This design comes from an exercise in tuning for small area on the open sky130 flow, not from production work. Only simulation tests tie the RTL to the original design; equivalence was not proved. Power is estimated from default activity; no workload was simulated.

==> inputs of tundra <==
## rs_station_top
module rs_station_top (
    input  logic         clock,
    input  logic         reset,
    input  logic         squash,
    input  logic [205:0] dispatch,     
    input  logic [27:0]  map,          
    input  logic [137:0] rob,          
    input  logic [75:0]  cdb,          
    input  logic         fu_ready,
    output logic         issue_valid,
    output logic [104:0] issue,        
    output logic [3:0]   free_count
);
clock: 7.5 ns
lec_check: 0
cap_margin: 20
core_margin: 2
core_utilization: 60
place_density: 0.8
slew_margin: 20
synth_hierarchical: 1
synth_minimum_keep_size: 0
tns_end_percent: 0
standard.sh (not shown) runs the stock make flow with config.mk's settings and CLKGATE_MAP_FILE= SYNTH_SCRIPT=/design/flow/synth_recipe.tcl, a recipe that flattens the netlist after the stock synthesis.
==> flow/flow/run.sh <==
#!/bin/bash
# Own flow:
#  2. the same ORFS synthesis again on the design with the bit-cell modules
#     hand-mapped (flow/cells.v) and ABC run with an area script; used only if
#     its registers (names, count, cells) match the standard ones;
#  3. the standard layout steps, with buf_1 port buffers and a leaner clock tree.
set -uo pipefail
F=$PWD/flow
R=$PWD/orfs/results/$FLOW_PLATFORM/rs_station_top/base
bash standard.sh synth > std_synth.log 2>&1 || exit 1
cp $R/1_2_yosys.v std_synth_netlist.v

python3 $F/overlay.py design.v $F/cells.v design_mod.v > overlay.log 2>&1
sed "s#ABC_SCRIPT_PATH#$F/abc.script#" $F/my_synth.tcl > my_synth.tcl
sed -e "s#^export VERILOG_FILES.*#export VERILOG_FILES = $PWD/design_mod.v#" config.mk > config_mod.mk
MK=$(grep -o 'make -C .*"\${@' standard.sh | sed 's/ "\${@$//')
MK=${MK/DESIGN_CONFIG=$FLOW_CONFIG/DESIGN_CONFIG=$PWD/config_mod.mk}
MK=${MK/WORK_HOME=$PWD\/orfs/WORK_HOME=$PWD/orfs_mod}
MK=${MK/SYNTH_SCRIPT=$PWD\/synth_recipe.tcl/SYNTH_SCRIPT=$PWD/my_synth.tcl}
echo "$MK synth" > mod_synth.cmd
eval "$MK synth" > mod_synth.log 2>&1
M=$PWD/orfs_mod/results/$FLOW_PLATFORM/rs_station_top/base/1_2_yosys.v
flops() { grep -E '^\s*sky130_fd_sc_hd__(s?e?df|dl)' "$1" | awk '{print $1, $2}' | sort; }
if [[ -f $M ]] && [[ -n "$(flops $M)" ]] && diff <(flops std_synth_netlist.v) <(flops $M) > flop_diff.log; then
  echo "using the re-mapped netlist" > netlist_choice.log
  cp $M $R/1_2_yosys.v
  touch $R/1_2_yosys.v
else
  echo "registers differ: using the standard netlist" > netlist_choice.log
fi

bash standard.sh \
  "BUFFER_PORTS_ARGS=-buffer_cell sky130_fd_sc_hd__buf_1" \
  "CTS_ARGS=-sink_clustering_enable -repair_clock_nets -dont_use_dummy_load -sink_clustering_size 25 -sink_clustering_max_diameter 80" \
  finish > std_layout.log 2>&1
==> flow/flow/abc.script <==
strash
&get -n
&st
&dch
&nf -a
&put
==> flow/flow/cells.v <==
// Hand-mapped replacements for the regular bit cells of the RTL, used by
// run.sh in place of the RTL modules of the same names. Same function and
// same registers (q) as the RTL versions.

module rs_sbits #(
    parameter int W = 1
) (
    input  logic         clock,
    input  logic [W-1:0] n_l0,
    input  logic [W-1:0] n_l1,
    input  logic         n_w0,
    input  logic         n_w1,
    input  logic         hold,
    output logic [W-1:0] q
);
    logic [W-1:0] x, d;
    for (genvar b = 0; b < W; b++) begin : g_b
        sky130_fd_sc_hd__nand2_1  u_x (.A(q[b]), .B(hold), .Y(x[b]));
        sky130_fd_sc_hd__o221ai_1 u_d (.A1(n_l0[b]), .A2(n_w0), .B1(n_l1[b]), .B2(n_w1), .C1(x[b]), .Y(d[b]));
    end
    always_ff @(posedge clock) begin
        q <= d;
    end
endmodule

module rs_vbits #(
    parameter int W = 1
) (
    input  logic         clock,
    input  logic [W-1:0] n_l0,
    input  logic [W-1:0] n_l1,
    input  logic [W-1:0] c0,
    input  logic [W-1:0] c1,
    input  logic         n_w0,
    input  logic         n_w1,
    input  logic         s_c0,
    input  logic         s_c1,
    input  logic         hold,
    output logic [W-1:0] q
);
    logic [W-1:0] x, d;
    for (genvar b = 0; b < W; b++) begin : g_b
        sky130_fd_sc_hd__a222oi_1 u_x (.A1(c0[b]), .A2(s_c0), .B1(c1[b]), .B2(s_c1), .C1(q[b]), .C2(hold), .Y(x[b]));
        sky130_fd_sc_hd__o221ai_1 u_d (.A1(n_l0[b]), .A2(n_w0), .B1(n_l1[b]), .B2(n_w1), .C1(x[b]), .Y(d[b]));
    end
    always_ff @(posedge clock) begin
        q <= d;
    end
endmodule

module rs_issue_mux (
    input  logic [7:0]     sel,
    input  logic [839:0]   fields,
    output logic [104:0]   issue
);
    logic [104:0] a, b, c;
    for (genvar k = 0; k < 105; k++) begin : g_k
        sky130_fd_sc_hd__a222oi_1 u_a (.A1(fields[0*105+k]), .A2(sel[0]), .B1(fields[1*105+k]), .B2(sel[1]),
                                       .C1(fields[2*105+k]), .C2(sel[2]), .Y(a[k]));
        sky130_fd_sc_hd__a222oi_1 u_b (.A1(fields[3*105+k]), .A2(sel[3]), .B1(fields[4*105+k]), .B2(sel[4]),
                                       .C1(fields[5*105+k]), .C2(sel[5]), .Y(b[k]));
        sky130_fd_sc_hd__a22oi_1  u_c (.A1(fields[6*105+k]), .A2(sel[6]), .B1(fields[7*105+k]), .B2(sel[7]), .Y(c[k]));
        sky130_fd_sc_hd__nand3_1  u_o (.A(a[k]), .B(b[k]), .C(c[k]), .Y(issue[k]));
    end
endmodule

module rs_tag_match (
    input  logic [4:0]  tag,
    input  logic        waiting,
    input  logic [75:0] cdb,
    output logic        m0,
    output logic        m1
);
    for (genvar p = 0; p < 2; p++) begin : g_p
        logic [4:0] x;
        logic       a, b;
        for (genvar k = 0; k < 5; k++) begin : g_k
            sky130_fd_sc_hd__xnor2_1 u_x (.A(tag[k]), .B(cdb[p*38+32+k]), .Y(x[k]));
        end
        sky130_fd_sc_hd__nand3_1 u_a (.A(x[0]), .B(x[1]), .C(x[2]), .Y(a));
        sky130_fd_sc_hd__nand4_1 u_b (.A(x[3]), .B(x[4]), .C(waiting), .D(cdb[p*38+37]), .Y(b));
        if (p == 0) begin : g_0
            sky130_fd_sc_hd__nor2_1 u_m (.A(a), .B(b), .Y(m0));
        end else begin : g_1
            sky130_fd_sc_hd__nor3_1 u_m (.A(a), .B(b), .C(m0), .Y(m1));
        end
    end
endmodule

module rs_sbits0 #(
    parameter int W = 1
) (
    input  logic         clock,
    input  logic [W-1:0] n_l0,
    input  logic         n_w0,
    input  logic         hold,
    output logic [W-1:0] q
);
    logic [W-1:0] x, d;
    for (genvar b = 0; b < W; b++) begin : g_b
        sky130_fd_sc_hd__nand2_1 u_x (.A(q[b]), .B(hold), .Y(x[b]));
        sky130_fd_sc_hd__o21ai_0 u_d (.A1(n_l0[b]), .A2(n_w0), .B1(x[b]), .Y(d[b]));
    end
    always_ff @(posedge clock) begin
        q <= d;
    end
endmodule

module rs_vbits0 #(
    parameter int W = 1
) (
    input  logic         clock,
    input  logic [W-1:0] n_l0,
    input  logic [W-1:0] c0,
    input  logic [W-1:0] c1,
    input  logic         n_w0,
    input  logic         s_c0,
    input  logic         s_c1,
    input  logic         hold,
    output logic [W-1:0] q
);
    logic [W-1:0] x, d;
    for (genvar b = 0; b < W; b++) begin : g_b
        sky130_fd_sc_hd__a222oi_1 u_x (.A1(c0[b]), .A2(s_c0), .B1(c1[b]), .B2(s_c1), .C1(q[b]), .C2(hold), .Y(x[b]));
        sky130_fd_sc_hd__o21ai_0  u_d (.A1(n_l0[b]), .A2(n_w0), .B1(x[b]), .Y(d[b]));
    end
    always_ff @(posedge clock) begin
        q <= d;
    end
endmodule
Other scripts of this flow, unchanged in this note and not shown: flow/flow/my_synth.tcl, flow/flow/overlay.py
==> raven: changes against tundra <==
--- a/flow/flow/run.sh
+++ b/flow/flow/run.sh
@@ -1,11 +1,13 @@
 #!/bin/bash
 # Own flow:
 #  2. the same ORFS synthesis again on the design with the bit-cell modules
 #     hand-mapped (flow/cells.v) and ABC run with an area script; used only if
 #     its registers (names, count, cells) match the standard ones;
-#  3. the standard layout steps, with buf_1 port buffers and a leaner clock tree.
+#  3. the standard layout steps, with buf_1 port buffers, a leaner clock tree
+#     and the timing-driven placement's net reweighting (and its buffering)
+#     done later in placement.
 set -uo pipefail
 F=$PWD/flow
 R=$PWD/orfs/results/$FLOW_PLATFORM/rs_station_top/base
 bash standard.sh synth > std_synth.log 2>&1 || exit 1
 cp $R/1_2_yosys.v std_synth_netlist.v
@@ -30,6 +32,7 @@
 fi
 
 bash standard.sh \
   "BUFFER_PORTS_ARGS=-buffer_cell sky130_fd_sc_hd__buf_1" \
   "CTS_ARGS=-sink_clustering_enable -repair_clock_nets -dont_use_dummy_load -sink_clustering_size 25 -sink_clustering_max_diameter 80" \
+  "GLOBAL_PLACEMENT_ARGS=-timing_driven_net_reweight_overflow {40 25 15}" \
   finish > std_layout.log 2>&1
==> flow/flow/abc.script (replaced) <==
strash
&get -n
&st
&synch2
&dch -f
&nf -a -R 1000
&put
==> flow/config.mk (replaced) <==
export PLATFORM = sky130hd
export DESIGN_NAME = rs_station_top
export DESIGN_NICKNAME = rs_station_top
export VERILOG_FILES = /design/flow/design.v
export SDC_FILE = /design/flow/constraint.sdc
export NUM_CORES = 8
export LEC_CHECK = 0
export CAP_MARGIN = 20
export CELL_PAD_IN_SITES_DETAIL_PLACEMENT = 1
export CELL_PAD_IN_SITES_GLOBAL_PLACEMENT = 1
export CORE_MARGIN = 2
export CORE_UTILIZATION = 50
export PLACE_DENSITY = 0.7
export SLEW_MARGIN = 20
export SYNTH_HIERARCHICAL = 1
export SYNTH_MINIMUM_KEEP_SIZE = 0
export TNS_END_PERCENT = 0
==> onyx: changes against tundra <==
--- a/flow/flow/run.sh
+++ b/flow/flow/run.sh
@@ -1,11 +1,13 @@
 #!/bin/bash
 # Own flow:
 #  2. the same ORFS synthesis again on the design with the bit-cell modules
 #     hand-mapped (flow/cells.v) and ABC run with an area script; used only if
 #     its registers (names, count, cells) match the standard ones;
-#  3. the standard layout steps, with buf_1 port buffers and a leaner clock tree.
+#  3. the standard layout steps, with buf_1 port buffers, a leaner clock tree
+#     and the timing-driven placement's net reweighting (and its buffering)
+#     done later in placement.
 set -uo pipefail
 F=$PWD/flow
 R=$PWD/orfs/results/$FLOW_PLATFORM/rs_station_top/base
 bash standard.sh synth > std_synth.log 2>&1 || exit 1
 cp $R/1_2_yosys.v std_synth_netlist.v
@@ -29,7 +31,8 @@
   echo "registers differ: using the standard netlist" > netlist_choice.log
 fi
 
 bash standard.sh \
   "BUFFER_PORTS_ARGS=-buffer_cell sky130_fd_sc_hd__buf_1" \
-  "CTS_ARGS=-sink_clustering_enable -repair_clock_nets -dont_use_dummy_load -sink_clustering_size 25 -sink_clustering_max_diameter 80" \
+  "CTS_ARGS=-sink_clustering_enable -repair_clock_nets -dont_use_dummy_load -sink_clustering_size 25 -sink_clustering_max_diameter 100" \
+  "GLOBAL_PLACEMENT_ARGS=-timing_driven_net_reweight_overflow {40 25 15}" \
   finish > std_layout.log 2>&1
==> flow/flow/abc.script (replaced) <==
strash
&get -n
&st
&synch2
&if -K 5 -a
&mfs
&st
&dch -f
&nf -a -R 1000
&put
--- a/flow/config.mk
+++ b/flow/config.mk
@@ -5,11 +5,11 @@
 export SDC_FILE = /design/flow/constraint.sdc
 export NUM_CORES = 8
 export LEC_CHECK = 0
 export CAP_MARGIN = 20
 export CORE_MARGIN = 2
-export CORE_UTILIZATION = 60
-export PLACE_DENSITY = 0.8
+export CORE_UTILIZATION = 50
+export PLACE_DENSITY = 0.7
 export SLEW_MARGIN = 20
 export SYNTH_HIERARCHICAL = 1
 export SYNTH_MINIMUM_KEEP_SIZE = 0
 export TNS_END_PERCENT = 0
==> pepper: changes against tundra <==
--- a/flow/design.v
+++ b/flow/design.v
@@ -145,11 +145,11 @@
 );
     rs_pkg::cdb_t c0, c1;
     assign c0 = cdb[0 +: rs_pkg::CDB_W];
     assign c1 = cdb[rs_pkg::CDB_W +: rs_pkg::CDB_W];
     assign m0 = waiting & c0.valid & (c0.tag == tag);
-    assign m1 = waiting & c1.valid & (c1.tag == tag) & ~m0;
+    assign m1 = waiting & c1.valid & (c1.tag == tag);
 endmodule
 module rs_slot #(
     parameter bit LANE1 = 1'b1                                     
 ) (
     input  logic                                       clock,
@@ -165,12 +165,10 @@
     input  logic [rs_pkg::XLEN-1:0]                    n_v21,
     input  logic [3:0]                                 lm0,        
     input  logic [3:0]                                 lm1,        
     input  logic [1:0]                                 lw0,        
     input  logic [1:0]                                 lw1,        
-    input  logic [1:0]                                 la0,        
-    input  logic [1:0]                                 la1,        
     input  logic [rs_pkg::CDB_WIDTH*rs_pkg::CDB_W-1:0] cdb,
     output logic                                       busy,
     output logic                                       is_ld,
     output logic                                       blocked,    
     output logic [rs_pkg::ISSUE_W-1:0]                 fields
@@ -199,20 +197,20 @@
         );
     end
     rs_tag_match match1 (.tag (sf.tag1), .waiting (w1), .cdb (cdb), .m0 (m10), .m1 (m11));
     rs_tag_match match2 (.tag (sf.tag2), .waiting (w2), .cdb (cdb), .m0 (m20), .m1 (m21));
     logic n_b10, n_b11, c10, c11, h1, n_b20, n_b21, c20, c21, h2;
-    assign n_b10 = ~(wr0 & la0[0]);                
-    assign n_b11 = ~(wr1 & la1[0]);
+    assign n_b10 = ~(wr0 & ~lm0[0] & ~lm0[1]);    
+    assign n_b11 = ~(wr1 & ~lm1[0] & ~lm1[1]);
     assign c10   = (wr0 & lm0[0]) | (wr1 & lm1[0]) | (~wr & m10);
-    assign c11   = (wr0 & lm0[1]) | (wr1 & lm1[1]) | (~wr & m11);
-    assign h1    = ~(wr | m10 | m11);
-    assign n_b20 = ~(wr0 & la0[1]);
-    assign n_b21 = ~(wr1 & la1[1]);
+    assign c11   = (wr0 & lm0[1]) | (wr1 & lm1[1]) | (~wr & ~m10 & m11);
+    assign h1    = ~wr & ~m10 & ~m11;
+    assign n_b20 = ~(wr0 & ~lm0[2] & ~lm0[3]);
+    assign n_b21 = ~(wr1 & ~lm1[2] & ~lm1[3]);
     assign c20   = (wr0 & lm0[2]) | (wr1 & lm1[2]) | (~wr & m20);
-    assign c21   = (wr0 & lm0[3]) | (wr1 & lm1[3]) | (~wr & m21);
-    assign h2    = ~(wr | m20 | m21);
+    assign c21   = (wr0 & lm0[3]) | (wr1 & lm1[3]) | (~wr & ~m20 & m21);
+    assign h2    = ~wr & ~m20 & ~m21;
     if (LANE1) begin : g_v
         rs_vbits #(.W(rs_pkg::XLEN)) vbits1 (
             .clock (clock), .n_l0 (n_v10), .n_l1 (n_v11), .c0 (c0.value), .c1 (c1.value),
             .n_w0 (n_b10), .n_w1 (n_b11), .s_c0 (c10), .s_c1 (c11), .hold (h1), .q (v1)
         );
@@ -230,12 +228,12 @@
             .n_w0 (n_b20), .s_c0 (c20), .s_c1 (c21), .hold (h2), .q (v2)
         );
     end
     always_ff @(posedge clock) begin
         busy <= ~rst & (wr | (busy & ~fire));
-        w1   <= (wr0 & lw0[0]) | (wr1 & lw1[0]) | (h1 & w1);
-        w2   <= (wr0 & lw0[1]) | (wr1 & lw1[1]) | (h2 & w2);
+        w1   <= wr ? ((wr0 & lw0[0]) | (wr1 & lw1[0])) : (w1 & ~m10 & ~m11);
+        w2   <= wr ? ((wr0 & lw0[1]) | (wr1 & lw1[1])) : (w2 & ~m20 & ~m21);
     end
     assign is_ld   = busy & sf.rd_mem;
     assign blocked = (sf.rs1_exist & w1) | (sf.rs2_exist & w2);
     assign fields  = {sf.pc, sf.alu_op, sf.rd_mem, sf.tag, v1, v2};
 endmodule
@@ -247,12 +245,11 @@
     input  logic [rs_pkg::CDB_WIDTH*rs_pkg::CDB_W-1:0]           cdb,
     output logic [rs_pkg::DISPATCH_WIDTH*rs_pkg::SFIELD_W-1:0]   n_s,    
     output logic [rs_pkg::DISPATCH_WIDTH*rs_pkg::XLEN-1:0]       n_v1,   
     output logic [rs_pkg::DISPATCH_WIDTH*rs_pkg::XLEN-1:0]       n_v2,   
     output logic [rs_pkg::DISPATCH_WIDTH*4-1:0]                  lm,     
-    output logic [rs_pkg::DISPATCH_WIDTH*2-1:0]                  lw,     
-    output logic [rs_pkg::DISPATCH_WIDTH*2-1:0]                  la      
+    output logic [rs_pkg::DISPATCH_WIDTH*2-1:0]                  lw      
 );
     for (genvar l = 0; l < rs_pkg::DISPATCH_WIDTH; l++) begin : g_lane
         rs_pkg::dispatch_t d;
         rs_pkg::map_t      m;
         rs_pkg::rob_t      r;
@@ -275,12 +272,11 @@
         rs_tag_match match1 (.tag (m.tag1), .waiting (t1), .cdb (cdb), .m0 (m10), .m1 (m11));
         rs_tag_match match2 (.tag (m.tag2), .waiting (t2), .cdb (cdb), .m0 (m20), .m1 (m21));
         assign n_s[l*rs_pkg::SFIELD_W +: rs_pkg::SFIELD_W] = ~sf;
         assign n_v1[l*rs_pkg::XLEN +: rs_pkg::XLEN] = ~(m.tag1_ready_in_rob ? r.rs1_value : d.rs1_value);
         assign n_v2[l*rs_pkg::XLEN +: rs_pkg::XLEN] = ~(m.tag2_ready_in_rob ? r.rs2_value : d.rs2_value);
-        assign lm[l*4 +: 4] = {m21, m20, m11, m10};
-        assign la[l*2 +: 2] = {~(m20 | m21), ~(m10 | m11)};
+        assign lm[l*4 +: 4] = {~m20 & m21, m20, ~m10 & m11, m10};
         assign lw[l*2 +: 2] = {t2 & ~m20 & ~m21, t1 & ~m10 & ~m11};
     end
 endmodule
 `timescale 1ns/1ps
 module rs_issue_select (
@@ -398,22 +394,21 @@
     logic [N-1:0] busy, blocked, is_ld, sel, fire, wr0, wr1;
     logic [N*rs_pkg::ISSUE_W-1:0] fields;
     logic [rs_pkg::DISPATCH_WIDTH*rs_pkg::SFIELD_W-1:0] n_s;
     logic [rs_pkg::DISPATCH_WIDTH*rs_pkg::XLEN-1:0]     n_v1, n_v2;
     logic [rs_pkg::DISPATCH_WIDTH*4-1:0]                lm;
-    logic [rs_pkg::DISPATCH_WIDTH*2-1:0]                lw, la;
+    logic [rs_pkg::DISPATCH_WIDTH*2-1:0]                lw;
     rs_dispatch_ctrl dispatch_ctrl0 (
         .dispatch (dispatch),
         .map      (map),
         .rob      (rob),
         .cdb      (cdb),
         .n_s      (n_s),
         .n_v1     (n_v1),
         .n_v2     (n_v2),
         .lm       (lm),
-        .lw       (lw),
-        .la       (la)
+        .lw       (lw)
     );
     rs_issue_select issue_select0 (
         .clock       (clock),
         .busy        (busy),
         .blocked     (blocked),
@@ -443,12 +438,10 @@
             .n_v21   (n_v2[rs_pkg::XLEN +: rs_pkg::XLEN]),
             .lm0     (lm[3:0]),
             .lm1     (lm[7:4]),
             .lw0     (lw[1:0]),
             .lw1     (lw[3:2]),
-            .la0     (la[1:0]),
-            .la1     (la[3:2]),
             .cdb     (cdb),
             .busy    (busy[i]),
             .is_ld   (is_ld[i]),
             .blocked (blocked[i]),
             .fields  (fields[i*rs_pkg::ISSUE_W +: rs_pkg::ISSUE_W])
--- a/flow/flow/cells.v
+++ b/flow/flow/cells.v
@@ -80,11 +80,11 @@
         sky130_fd_sc_hd__nand3_1 u_a (.A(x[0]), .B(x[1]), .C(x[2]), .Y(a));
         sky130_fd_sc_hd__nand4_1 u_b (.A(x[3]), .B(x[4]), .C(waiting), .D(cdb[p*38+37]), .Y(b));
         if (p == 0) begin : g_0
             sky130_fd_sc_hd__nor2_1 u_m (.A(a), .B(b), .Y(m0));
         end else begin : g_1
-            sky130_fd_sc_hd__nor3_1 u_m (.A(a), .B(b), .C(m0), .Y(m1));
+            sky130_fd_sc_hd__nor2_1 u_m (.A(a), .B(b), .Y(m1));
         end
     end
 endmodule
 
 module rs_sbits0 #(
==> flow/config.mk (replaced) <==
export PLATFORM = sky130hd
export DESIGN_NAME = rs_station_top
export DESIGN_NICKNAME = rs_station_top
export VERILOG_FILES = /design/flow/design.v
export SDC_FILE = /design/flow/constraint.sdc
export NUM_CORES = 8
export LEC_CHECK = 0
export CAP_MARGIN = 20
export CORE_MARGIN = 2
export CORE_UTILIZATION = 40
export SLEW_MARGIN = 20
export SYNTH_HIERARCHICAL = 1
export SYNTH_MINIMUM_KEEP_SIZE = 0
==> comparison <==
Cell count, highest first: pepper, raven, onyx, tundra.
In raven the critical path depth is higher than in pepper, by 2.
Utilization: raven is higher than pepper (10 points).
Clock skew, lowest first: onyx, raven, tundra, pepper.
Of onyx and tundra, tundra has the higher non-clock buffer count (gap 73).
Combinational power is about the same in onyx and tundra.
In raven the via count is larger than in pepper, by about 2.3%.
Global-route usage: tundra > raven > onyx > pepper.
Between raven and tundra, the lower fmax is in raven (gap 3.0%, measured against tundra).
Routed wire length: tundra < onyx < pepper < raven.

[port drivers added, routing unchanged]
The flow's constraints put no driver on any port. The routed layouts listed below were extracted and timed again, unchanged, in two steps. Step 1, drivers: a clkbuf_16 drives clock and a buf_2 each remaining input, both assumed. Step 2 also shifts input and output timing later by t, the mid clock arrival at the registers, as if the neighbouring blocks saw the same clock. Three values: no drivers, after step 1, after step 2; two values: the first two.
run | t, ns | slack for setup (ns) | worst slew at a driven data input, ns
tundra | 0.722 | 0.524 / 0.448 / 1.009 | 0.13
raven | 0.720 | 0.311 / 0.230 / 0.632 | 0.18
onyx | 0.706 | 0.420 / 0.346 / 0.761 | 0.17
pepper | 0.738 | 0.676 / 0.604 / 0.601 | 0.16
After both steps setup and hold are still met in every run listed. For pepper, which loses most, drivers alone change the setup slack by -0.072 ns; drivers and shift together by -0.075 ns.
